From an optimization exercise on the open Yosys and OpenROAD flow, aimed at small area, a short achievable clock period and few clock cycles per item; shortcuts taken in it are not production practice.
Function was checked by simulation only, so behaviour that the tests miss may differ from the original.

## flow/design.v (module list and top-level ports; edited modules follow where they fit)
// module basemul_s1: 1822 lines
// module basemul_s2: 1446 lines
// module basemul_s3: 99 lines
// module poly_basemul_ctrl: 89 lines
module poly_basemul_ctrl
#(
  parameter int unsigned N_PAIRS = KYBER_N_PAIRS,
  parameter int unsigned ADDR_W  = PAIR_ADDR_W
) (
  input  logic              clk,
  input  logic              rst,
  input  logic              start,
  input  logic              acc_en,
  output logic              busy,
  output logic              done,
  output logic [ADDR_W-1:0] rd_addr,
  output logic              rd_en,
  input  logic [23:0]       a_rdata,
  input  logic [23:0]       b_rdata,
  input  logic [11:0]       g_rdata,
  input  logic [23:0]       c_rdata,
  output logic              wr_en,
  output logic [ADDR_W-1:0] wr_addr,
  output logic [23:0]       wr_data
);
  // ...
==> flow/flow/run.sh <==
#!/bin/bash
# Own layout flow: the standard layout with two changes.
# 1. Yosys's synth command runs without its internal "abc -fast" pass, so that the
#    explicit full-adder trees of the RTL reach extract_fa unchanged (fewer inverters
#    around the adder cells). Registers, their names and cell types are unchanged.
# 2. The port buffers that global placement inserts are buf_1 cells instead of the
#    default delay buffers.
set -euo pipefail
W=$(pwd)
sed 's/yosys synth -nofsm -noshare /yosys synth -nofsm -noshare -noabc /' synth_recipe.tcl > own_synth.tcl
grep -q -- '-noabc' own_synth.tcl
sed "s|SYNTH_SCRIPT=[^ ]*synth_recipe.tcl|SYNTH_SCRIPT=$W/own_synth.tcl|" standard.sh > own_standard.sh
grep -q 'own_synth.tcl' own_standard.sh
bash own_standard.sh "BUFFER_PORTS_ARGS=-buffer_cell sky130_fd_sc_hd__buf_1" finish > own_flow.log 2>&1
==> flow/standard.sh <==
#!/bin/bash
# synth_recipe.tcl (not shown) runs the flow's synth.tcl, then flattens the netlist and writes it again
# the make line also repeats each setting of config.mk as NAME=value (left out here)
make -C /OpenROAD-flow-scripts/flow DESIGN_CONFIG=/design/flow/config.mk WORK_HOME=/design/flow/orfs CLKGATE_MAP_FILE= SYNTH_SCRIPT=/design/flow/synth_recipe.tcl "${@:-finish}"
==> flow/config.mk <==
export PLATFORM = sky130hd
export DESIGN_NAME = poly_basemul_ctrl
export DESIGN_NICKNAME = poly_basemul_ctrl
export VERILOG_FILES = /design/flow/design.v
export SDC_FILE = /design/flow/constraint.sdc
export NUM_CORES = 4
export LEC_CHECK = 0
export CAP_MARGIN = 20
export CORE_MARGIN = 2
export CORE_UTILIZATION = 40
export CTS_BUF_LIST = sky130_fd_sc_hd__clkbuf_16
export CTS_CLUSTER_DIAMETER = 100
export CTS_CLUSTER_SIZE = 30
export SLEW_MARGIN = 20
==> flow/constraint.sdc <==
create_clock -name core_clock -period 52.0 [get_ports {clk}]
set_input_delay 10.4000 -clock core_clock [delete_from_list [all_inputs] [get_ports {clk}]]
set_output_delay 10.4000 -clock core_clock [all_outputs]
set_load 0.01 [all_outputs]
==> metrics.cfg, run 1 <==
[logic_synthesis]
synth_most_common_cell=nor2_1
syn-instance-count=2968
synth-simple-area-share_pct=13.2
seq_area_frac_synth_pct=15.7
yosysTopAreaCell=fa_1
synth_compound_area_share_pct=6.89
synthAdderAreaFrac_pct=56.6
synthXorXnorAreaFrac_pct=3.30
synth-seq-cells=235

[clocking]
post_cts_buffers=0
ctsResizeCount=0
clk_pin_slew_ns=0.11
root_buffer=clkbuf_16

[layout]
flops_and_latches=235
nets=4065
fin_area_sq_mm=0.0330
clockNetworkAreaShare_pct=2.02
regArea_sq_mm=0.00482
inverters=213

[grt]
met3_usage_pct=3.23
gr-usage-all-layers_pct=21.4
grt_busiest_layer=met2

[min_path]
min_from=c1_q[9]

[sta]
skew_ns=0.0364

[routing]
wl_met1_um=34300

[setup_path]
end_kind=output port
worstSetupEndpoint=rd_en

[floorplanning]
fp-row-count=101

[outcome]
status=complete, no violations

Testbench counts, summed over its fixed seeds: cycles 6,480, jobs 48.
==> run 2, diff against run 1 <==
--- a/flow/config.mk
+++ b/flow/config.mk
@@ -8,7 +8,5 @@
 export CAP_MARGIN = 20
 export CORE_MARGIN = 2
 export CORE_UTILIZATION = 40
-export CTS_BUF_LIST = sky130_fd_sc_hd__clkbuf_16
-export CTS_CLUSTER_DIAMETER = 100
-export CTS_CLUSTER_SIZE = 30
+export CTS_BUF_LIST = sky130_fd_sc_hd__clkbuf_4 sky130_fd_sc_hd__clkbuf_8
 export SLEW_MARGIN = 20
==> run 2 against run 1 <==
Critical endpoint unchanged; die area unchanged; clock-buffer cell count is 47 higher; clock skew up 0.0093 ns; non-clock buffer count is the same; critical path depth unchanged; still clean on timing, DRC and antenna.
==> metrics.cfg, run 2 <==
[outcome]
status=complete, no violations

[clocking]
cts-buffers-inserted=43
cts_tree=built
numClockSinks=235
clk_pin_slew_ns=0.06  ; -0.05 ns
clkLatencyLatePin_ns=0.67
h-tree-depth=2
post_cts_buffers=0  ; unchanged
hold_buffers=0
clk_path_buf_depth=3
ctsResizeCount=0  ; unchanged
root_buffer=clkbuf_8

[place]
dpl.hpwl_um=62800
gp_congestion=0.896
port_buffers=129
post-place-ws_ns=40.70

[routing]
drt_pre_antenna_iters=6
wl_per_cell_um=20.0
via_count=21600
drt_drc_violations_left=0
dr.first_iter.drc_count=1524
antenna_left=0
drt_wl_total_um=82200
viasPerCell=5.26

[logic_synthesis]
ys_top_cells_by_area=fa_1 (48%), dfxtp_1 (14%), nor2_1 (10%)
synth_top_cell_area_share_pct=47.9
yosys_warnings=1
synthArstFlopShare_pct=9.79
synth_edf_count=0
seq_area_frac_synth_pct=15.7  ; unchanged
synth_area_per_cell_sq_um=10.4
synth_nets=4006
synth_cell_types=71
syn-instance-count=2968  ; unchanged
yosysTopAreaCell=fa_1
synth_most_common_cell=nor2_1
synth-main-ff-cell=dfxtp_1
synth_area_sq_mm=0.0308
synth_common_cells=nor2_1 (817), fa_1 (736), ha_1 (214)
synth-seq-cells=235  ; unchanged

[sta]
fmax_ghz=0.0849
min_period_ns=11.78
rsz0062_at_grt=false
relSlewSlack_pct=24.8
drv_slew=0
final-hold-violation-count=0
timing.final.crit_share_pct=22.7
fin_ws_ns=40.22
worst_slew_pin_slew_ns=1.13
setup_tns_ns=0
skew_ns=0.0457  ; +0.00934 ns
setup_viol=0
whs_ns=0.327

[floorplanning]
design.portCount=130
core_sq_mm=0.0761
initial_core_util_pct=40.4
die_area_sq_mm=0.0791
fp-row-count=101  ; unchanged
die_w_um=281
die_y_um=281

[setup_path]
critPathRequiredTime_ns=41.60
worst-path-buf-inv=1
worstPathCellList=buf_1
end_kind=output port
start_kind=register
critical_path_class=register to output port
cp_data_arrival_time_ns=1.38
crit_family=flip-flops
cp_slowest_cell=dfrtp_1
cp_max_fo=9
crit_path_max_incr_delay_ns=0.52

[job]
maxCapViolCount=0

[layout]
mostFrequentLayoutCells=nor2_1 (817), fa_1 (736), ha_1 (214)
nets=4091  ; +0.64%
syn_to_final_growth_pct=8.57
final_util_pct=43.9
mostFrequentLayoutCell=nor2_1
final_layout_size_suffix_gt1_share_pct=4.70

[grt]
grt_max_degree=25
grt_pass1_wl_um=132000
overflow=0
antenna_found_initial=1
grt_pass1_vias=23400
gr-usage-all-layers_pct=21.7  ; +0.28 points

[min_path]
hold_path_class=register to register

[run 2: cell counts after synthesis]
Identical to the previous run, type by type.
[run 2: final timing paths]
| check | start | to | slack (ns) | cells after the start |
|---|---|---|---|---|
| hold reg to reg | c1_q[7] | wr_data[19] | 0.33 | 0 |
| hold / removal | c1_q[7] | wr_data[19] | 0.33 | 0 |
| min in group asynchronous | rst | wr_en | 9.88 | 2 |
| max in group asynchronous | rst | v1 | 41.57 | 2 |
| setup reg to reg | g_n_q2[9] | z0_q[14] | 41.81 | 30 |
| setup / recovery | rd_en | rd_en | 40.22 | 1 |
[run 2: cell families after synthesis]
kind of cell               synth area share (%)
DFF                                        15.7
muxes                                     0.110
buffers and inverters                      4.22
AOI/OAI and AO/OA                          6.89
adders and majority gates                  56.6
xor gates and xnor gates                   3.30
and+or+nand+nor                            13.2
[run 2: final cells by class]
cell class                 instances  area (sq um)
tap                             1030          1290
multi-input combinational       2388         24600
antenna                            1          2.50
clock buffer                      64           825
sequential                       235          4820
inverter                         213           800
timing repair buffer             172           807
fill                            7387         42700
clock inverter                    15           214
[run 2: stage by stage]
step / cells / instance area [sq um]
after floorplan: 2968 / 30800
after global placement: 4038 / 32400
after detailed placement: 4038 / 32400
after CTS: 4117 / 33400
after global routing: 4118 / 33400
final: 4118 / 33400
[run 2: routing by layer]
metal | wire length, um | global-route usage (%)
met2 | 39800 | 36.2
met1 | 34100 | 28.9
met4 | 2490 | 7.01
met5 | 0 | 0
met3 | 5880 | 3.31
==> run 3, diff against run 2 <==
==> flow/flow/run.sh (replaced) <==
#!/bin/bash
# Own layout flow: the standard layout with two changes.
# 1. Yosys's synth command runs without its internal "abc -fast" pass, so that the
#    explicit full-adder trees of the RTL reach extract_fa unchanged (fewer inverters
#    around the adder cells). Registers, their names and cell types are unchanged.
# 2. The port buffers that global placement inserts are buf_1 cells instead of the
#    default delay buffers; after the placement resizer, flow/upsize_outputs.tcl gives
#    the output ports buf_2 buffers and their flip-flops drive strength 4.
set -euo pipefail
W=$(pwd)
sed 's/yosys synth -nofsm -noshare /yosys synth -nofsm -noshare -noabc /' synth_recipe.tcl > own_synth.tcl
grep -q -- '-noabc' own_synth.tcl
sed "s|SYNTH_SCRIPT=[^ ]*synth_recipe.tcl|SYNTH_SCRIPT=$W/own_synth.tcl|" standard.sh > own_standard.sh
grep -q 'own_synth.tcl' own_standard.sh
bash own_standard.sh "BUFFER_PORTS_ARGS=-buffer_cell sky130_fd_sc_hd__buf_1" "POST_RESIZE_TCL=$W/flow/upsize_outputs.tcl" finish > own_flow.log 2>&1
==> flow/flow/upsize_outputs.tcl (new file) <==
# Hook run after the placement resizer (POST_RESIZE_TCL): each output port's buffer
# becomes buf_2, and the flip-flop that drives that buffer gets a stronger drive
# (same function, drive strength 4), so the output paths settle sooner.
set block [ord::get_db_block]
set n 0
foreach bterm [$block getBTerms] {
  if {[$bterm getIoType] != "OUTPUT"} { continue }
  set net [$bterm getNet]
  if {$net == "NULL"} { continue }
  foreach it [$net getITerms] {
    if {![$it isOutputSignal]} { continue }
    set buf [$it getInst]
    set bm [[$buf getMaster] getName]
    if {[regexp {^sky130_fd_sc_hd__buf_1$} $bm]} {
      replace_cell [$buf getName] sky130_fd_sc_hd__buf_2
      incr n
    }
    set a [$buf findITerm A]
    if {$a == "NULL"} { continue }
    set inet [$a getNet]
    if {$inet == "NULL"} { continue }
    foreach it2 [$inet getITerms] {
      if {![$it2 isOutputSignal]} { continue }
      set ff [$it2 getInst]
      set fm [[$ff getMaster] getName]
      if {[regexp {^(sky130_fd_sc_hd__(dfrtp|dfxtp|dfstp))_[12]$} $fm -> base]} {
        replace_cell [$ff getName] ${base}_4
        incr n
      }
    }
  }
}
puts "upsize_outputs: replaced $n cells"
--- a/flow/config.mk
+++ b/flow/config.mk
@@ -8,5 +8,7 @@
 export CAP_MARGIN = 20
 export CORE_MARGIN = 2
 export CORE_UTILIZATION = 40
-export CTS_BUF_LIST = sky130_fd_sc_hd__clkbuf_4 sky130_fd_sc_hd__clkbuf_8
+export CTS_BUF_LIST = sky130_fd_sc_hd__clkbuf_16
+export CTS_CLUSTER_DIAMETER = 100
+export CTS_CLUSTER_SIZE = 30
 export SLEW_MARGIN = 20
==> run 3 against run 2 <==
Still clean on timing, DRC and antenna; sequential share of layout area is 0.54 points higher; clock-buffer cell count is 47 lower; global-route usage shrank 0.17 points; non-clock buffer count stayed put; synthesized area unchanged; critical endpoint unchanged.
==> metrics.cfg, run 3 <==
[outcome]
status=complete, no violations

[floorplanning]
die_area_sq_mm=0.0791  ; unchanged
fp-row-count=101  ; unchanged
core_sq_mm=0.0761  ; unchanged
initial_core_util_pct=40.4  ; unchanged
die_w_um=281  ; unchanged
design.portCount=130  ; unchanged
die_y_um=281  ; unchanged

[setup_path]
r2r_start=g_n_q2[9]
cp_data_arrival_time_ns=1.27  ; -0.11 ns
r2r_end=z0_q[14]
cp_max_fo=9  ; unchanged
cp_slowest_cell=dfrtp_4
critPathRequiredTime_ns=41.60  ; about the same
start_kind=register
critical_path_class=register to output port
crit_path_max_incr_delay_ns=0.54  ; +0.02 ns
worstPathCellList=buf_2
ff2ff_path_depth=30  ; unchanged
crit_family=flip-flops
worst-path-buf-inv=1  ; unchanged
end_kind=output port
r2r_slack_ns=41.83  ; +0.02 ns

[clocking]
numClockSinks=235  ; unchanged
post_cts_buffers=0  ; unchanged
h-tree-depth=1  ; -1
cts_tree=built
ctsResizeCount=0  ; unchanged
clkLatencyLatePin_ns=0.57  ; -0.10 ns
hold_buffers=0  ; unchanged
cts-buffers-inserted=17  ; -60%
clk_path_buf_depth=3  ; unchanged
root_buffer=clkbuf_16
clk_pin_slew_ns=0.11  ; +0.05 ns

[sta]
worst_slew_pin_slew_ns=1.12  ; -0.00241 ns
relSlewSlack_pct=24.9  ; +0.16 points
final-hold-violation-count=0  ; unchanged
skew_ns=0.0302  ; -0.0155 ns
fmax_ghz=0.0857  ; +0.92%
whs_ns=0.314  ; -0.0130 ns
setup_viol=0  ; unchanged
timing.final.crit_share_pct=22.5  ; -0.21 points
rsz0062_at_grt=false
setup_tns_ns=0  ; unchanged
min_period_ns=11.67  ; -0.108 ns
drv_slew=0  ; unchanged

[logic_synthesis]
synth_area_sq_mm=0.0308  ; unchanged
syn-instance-count=2968  ; unchanged
yosysTopAreaCell=fa_1
synth-seq-cells=235  ; unchanged
synth_most_common_cell=nor2_1
synth_top_cell_area_share_pct=47.9  ; unchanged
synth_edf_count=0  ; unchanged
synth_common_cells=nor2_1 (817), fa_1 (736), ha_1 (214)
synth-main-ff-cell=dfxtp_1
synth_area_per_cell_sq_um=10.4  ; unchanged
synth_cell_types=71  ; unchanged
yosys_warnings=1  ; unchanged
synth_nets=4006  ; unchanged
seq_area_frac_synth_pct=15.7  ; unchanged
synthArstFlopShare_pct=9.79  ; unchanged
ys_top_cells_by_area=fa_1 (48%), dfxtp_1 (14%), nor2_1 (10%)

[place]
dpl.hpwl_um=63100  ; +0.37%
gp_congestion=0.896  ; unchanged
port_buffers=129  ; unchanged

[min_path]
min_from=c1_q[9]
hold_depth=0  ; unchanged
hold_path_class=register to register
worstHoldEndpoint=wr_data[21]

[grt]
grt_pass1_wl_um=131000  ; -0.24%
grt_pass1_vias=23400  ; -0.16%
grt_max_degree=31  ; +24%
overflow=0  ; unchanged
gr-usage-all-layers_pct=21.5  ; -0.17 points
antenna_found_initial=0  ; -1

[layout]
mostFrequentLayoutCells=nor2_1 (817), fa_1 (736), ha_1 (214)
mostFrequentLayoutCell=nor2_1
nets=4065  ; -0.64%
fillerInstances=7330  ; -0.77%
final_layout_size_suffix_gt1_share_pct=5.89  ; +1.2 points
diodes=0  ; -1
syn_to_final_growth_pct=8.06

[routing]
drt_pre_antenna_iters=5  ; -1
drt_drc_violations_left=0  ; unchanged
wl_per_cell_um=20.1  ; +0.74%
via_count=21400  ; -0.95%
drt_wl_total_um=81800  ; -0.49%
viasPerCell=5.27  ; +0.27%
antenna_left=0  ; unchanged
dr.first_iter.drc_count=1362  ; -11%

[job]
maxCapViolCount=0  ; unchanged

run 3: final cells by class:
| cell class | count | area (sq um) | area share, % |
|---|---|---|---|
| Timing Repair Buffer | 172 | 860 | 2.59 |
| Clock buffer | 17 | 425 | 1.28 |
| Clock inverter | 13 | 248 | 0.745 |
| Tap cell | 1030 | 1290 | 3.88 |
| Inverter | 213 | 800 | 2.41 |
| Sequential cell | 235 | 4980 | 15.0 |
| Multi-Input combinational cell | 2388 | 24600 | 74.1 |
run 3: cells by family after synthesis:
| group | synth area share [%] |
|---|---|
| and+or+nand+nor | 13.2 |
| adders and majority gates | 56.6 |
| buffers and inverters | 4.22 |
| AOI/OAI and AO/OA | 6.89 |
| DFF | 15.7 |
| xor gates and xnor gates | 3.30 |
| muxes | 0.110 |
run 3: worst max path at each step:
stage / start / endpoint / slack (ns) / depth (start not counted)
6_report: rd_en / rd_en / 40.33 / 1
4_1_cts: rd_en / rd_en / 40.29 / 1
3_3_place_gp: start / acc_q / 40.72 / 3
5_1_grt: rd_en / rd_en / 40.27 / 1
3_5_place_dp: rst / wr_addr[4] / 40.69 / 2
2_1_floorplan: start / acc_q / 40.90 / 2
run 3: through the flow:
stage	worst slack (ns)	std cells	util (%)	instance area [sq um]
after global placement	40.72	4038	42.5	32400
after floorplan	40.90	2968	-	30800
final	40.33	4068	43.7	33200
after detailed placement	40.69	4038	42.8	32600
after CTS	40.29	4068	43.7	33200
after global routing	40.27	4068	43.7	33200
run 3: metal layers:
metal,GRT usage [%],up-vias,wire [um]
li1,-,9475,-
met1,29.0,11100,34300
met2,36.3,761,39800
met3,2.95,138,5350
met4,5.99,0,2440
met5,0,-,0

==> what the ideal ports hide <==
No port has a modelled driver above. Below, the same layouts with a new extraction and two added sets of constraints.
Step 1, drivers: a clkbuf_16 drives clk and a buf_2 each remaining input, both assumed.
Step 2 also shifts input and output timing later by t, the mid clock arrival at the registers, as if the neighbouring blocks saw the same clock.
Slacks: no drivers / after step 1 / after step 2; pairs: no drivers / after step 1.
| run | t (ns) | setup WS [ns] | worst setup path at the end | slew at the worst register clock pin (ns) | cell pins on the clock port's net |
|---|---|---|---|---|---|
| run 1 | 0.615 | 40.279 / 40.216 / 40.735 | input to register | 0.11 / 0.11 | 1 |
| run 2 | 0.706 | 40.218 / 40.159 / 40.714 | input to register | 0.07 / 0.07 | 1 |
| run 3 | 0.617 | 40.326 / 40.265 / 40.718 | input to register | 0.11 / 0.11 | 1 |
After both steps setup and hold are still met in every run listed.
